Background: an optimization exercise with open tools, aiming at a short achievable clock period and few clock cycles per item. Do not read the settings as production practice. The RTL was checked by simulation tests, not by an equivalence proof against the original design. The flow treats the clock pin as an ideal source, which a real chip does not have. Power is estimated from default activity; no workload was simulated.

Design lru_key_value_cache_top, start of the top module:
module lru_key_value_cache_top
#(
    parameter int ENTRIES = lkvc_pkg::ENTRIES_DEF
)
(
    input  logic               clk,
    input  logic               rst_n,
    input  logic               cfg_valid,
    output logic               cfg_ready,
    input  logic [4:0]         cfg_data,
    input  logic               in_valid,
    output logic               in_ready,
    input  logic               req_type,
    input  logic signed [31:0] key,
    input  logic signed [31:0] value,
    output logic               out_valid,
    input  logic               out_ready,
    output logic               hit,
    output logic signed [31:0] read_value,
    output logic               evicted,
    output logic signed [31:0] evicted_key
);
Settings: LEC_CHECK=0, ABC_CLOCK_PERIOD_IN_PS=2000, CAP_MARGIN=20, CORE_MARGIN=2, CORE_UTILIZATION=65, CTS_CLUSTER_DIAMETER=70, CTS_CLUSTER_SIZE=25, SLEW_MARGIN=20; clock period 8.0 ns.
standard.sh (not shown) runs the stock make flow with config.mk's settings and CLKGATE_MAP_FILE= SYNTH_SCRIPT=/design/flow/synth_recipe.tcl, a recipe that flattens the netlist after the stock synthesis.
==> flow/flow/run.sh <==
#!/bin/bash
set -euo pipefail
bash standard.sh SETUP_SLACK_MARGIN=5.6 finish > standard_make.log 2>&1
The starting point ran to the end with no violations.
Testbench counts at the start, summed over its fixed seeds: cycles 12,032, items 12,000.
Next try:
CORE_UTILIZATION = 55   (was 65)
CTS_CLUSTER_DIAMETER = 80   (was 70)
Effect:
- The new run completed with no timing, DRC or antenna violations
- critical path depth is unchanged
- routed wire length came out higher by 5.5%
- register-to-register slack gets worse by 80 ps
- die area came out higher by 18%
- worst setup slack gains 19 ps
- sequential share of layout area went down by 0.33 points


lru_key_value_cache_top, a different RTL version from the one above (not shown whole).
Size in the first run: about 4800 cells after synthesis, ~1800 flip-flops, roughly 140 I/O pins.
// lru_key_value_cache_top
module lru_key_value_cache_top
#(
    parameter int ENTRIES = lkvc_pkg::ENTRIES_DEF
)
(
    input  logic               clk,
    input  logic               rst_n,
    input  logic               cfg_valid,
    output logic               cfg_ready,
    input  logic [4:0]         cfg_data,
    input  logic               in_valid,
    output logic               in_ready,
    input  logic               req_type,
    input  logic signed [31:0] key,
    input  logic signed [31:0] value,
    output logic               out_valid,
    input  logic               out_ready,
    output logic               hit,
    output logic signed [31:0] read_value,
    output logic               evicted,
    output logic signed [31:0] evicted_key
);
Settings: LEC_CHECK=0, ABC_CLOCK_PERIOD_IN_PS=2000, CAP_MARGIN=20, CORE_MARGIN=2, CORE_UTILIZATION=55, CTS_CLUSTER_DIAMETER=80, CTS_CLUSTER_SIZE=25, SLEW_MARGIN=20; clock period 8.0 ns.
==> flow/flow/run.sh <==
#!/bin/bash
set -euo pipefail
bash standard.sh SETUP_SLACK_MARGIN=5.6 PRE_CTS_TCL="$PWD/flow/clk_root.tcl" finish > standard_make.log 2>&1
==> flow/flow/clk_root.tcl <==

proc clk_root_edit {} {
  set block [ord::get_db_block]
  set clknet [$block findNet clk]
  set its [$clknet getITerms]
  if {[llength $its] != 1} {
    puts "clk_root: clock port drives [llength $its] pins, tree left as it is"
    return
  }
  set root [[lindex $its 0] getInst]
  set rnet [[$root findITerm X] getNet]
  set l1 {}
  foreach it [$rnet getITerms] {
    if {[$it getInst] ne $root} { lappend l1 [$it getInst] }
  }
  puts "clk_root: root [$root getName] drives [llength $l1] buffers"
  while {[llength $l1] > 4} {
    set best {}
    set bd 1e18
    for {set i 0} {$i < [llength $l1]} {incr i} {
      for {set j [expr {$i + 1}]} {$j < [llength $l1]} {incr j} {
        lassign [[lindex $l1 $i] getLocation] ax ay
        lassign [[lindex $l1 $j] getLocation] bx by
        set d [expr {abs($ax - $bx) + abs($ay - $by)}]
        if {$d < $bd} { set bd $d; set best [list $i $j] }
      }
    }
    lassign $best i j
    set keep [lindex $l1 $i]
    set gone [lindex $l1 $j]
    set knet [[$keep findITerm X] getNet]
    set gnet [[$gone findITerm X] getNet]
    foreach it [$gnet getITerms] {
      if {[$it getInst] ne $gone} { $it disconnect; $it connect $knet }
    }
    lassign [$keep getLocation] ax ay
    lassign [$gone getLocation] bx by
    $keep setLocation [expr {($ax + $bx) / 2}] [expr {($ay + $by) / 2}]
    puts "clk_root: merged [$gone getName] into [$keep getName]"
    [$gone findITerm A] disconnect
    [$gone findITerm X] disconnect
    odb::dbInst_destroy $gone
    odb::dbNet_destroy $gnet
    set l1 [lreplace $l1 $j $j]
  }
  foreach b $l1 {
    set it [$b findITerm A]
    $it disconnect
    $it connect $clknet
  }
  [$root findITerm A] disconnect
  [$root findITerm X] disconnect
  odb::dbInst_destroy $root
  odb::dbNet_destroy $rnet
  puts "clk_root: clock port now drives [llength [$clknet getITerms]] pins"
}

rename clock_tree_synthesis clk_root_tritoncts
proc clock_tree_synthesis {args} {
  clk_root_tritoncts {*}$args
  clk_root_edit
}
Testbench counts at the start, summed over its fixed seeds: cycles 12,032, items 12,000.
==> next run, changes <==
==> flow/flow/run.sh (replaced) <==
#!/bin/bash
set -euo pipefail
bash standard.sh SETUP_SLACK_MARGIN=5.6 finish > standard_make.log 2>&1
removed: flow/flow/clk_root.tcl
The changed run finished clean. Sequential power barely changes. Non-clock buffer count climbs by 61. Total power climbs by 1.1%. Design area climbs by 0.72%. Sequential share of layout area drops by 0.43 points. Setup slack is worse by 0.15 ns.

[re-timing with driven ports]
The flow's constraints put no driver on any port. The routed layouts listed below were extracted and timed again, unchanged, in two steps.
Step 1 sets driving cells, clkbuf_16 on the clock port and buf_2 on the other inputs (assumed; they add their load-dependent delay and slew).
Step 2 times the ports against the registers' clock, not the clock port: input delays grow and output delays shrink by t, the midpoint of the rising clock arrivals with the driver on.
a / b / c = ideal / step 1 / step 2; a / b = the first two.
run	shift t [ns]	setup slack, ns	clock arrival spread, ns	pins driven straight from the clock port
the first run of note 1	0.811	5.134 / 5.052 / 4.774	0.038 / 0.038	1
the second run of note 1	0.812	5.154 / 5.074 / 4.785	0.047 / 0.046	1
the first run of note 2	0.756	5.332 / 5.156 / 5.039	0.052 / 0.052	4
the second run of note 2	0.802	5.183 / 5.107 / 4.753	0.052 / 0.052	1
After both steps setup and hold are still met in every run listed. The setup slack of the second run of note 2, which loses most, moves by -0.076 ns with the drivers and by -0.430 ns with both steps.
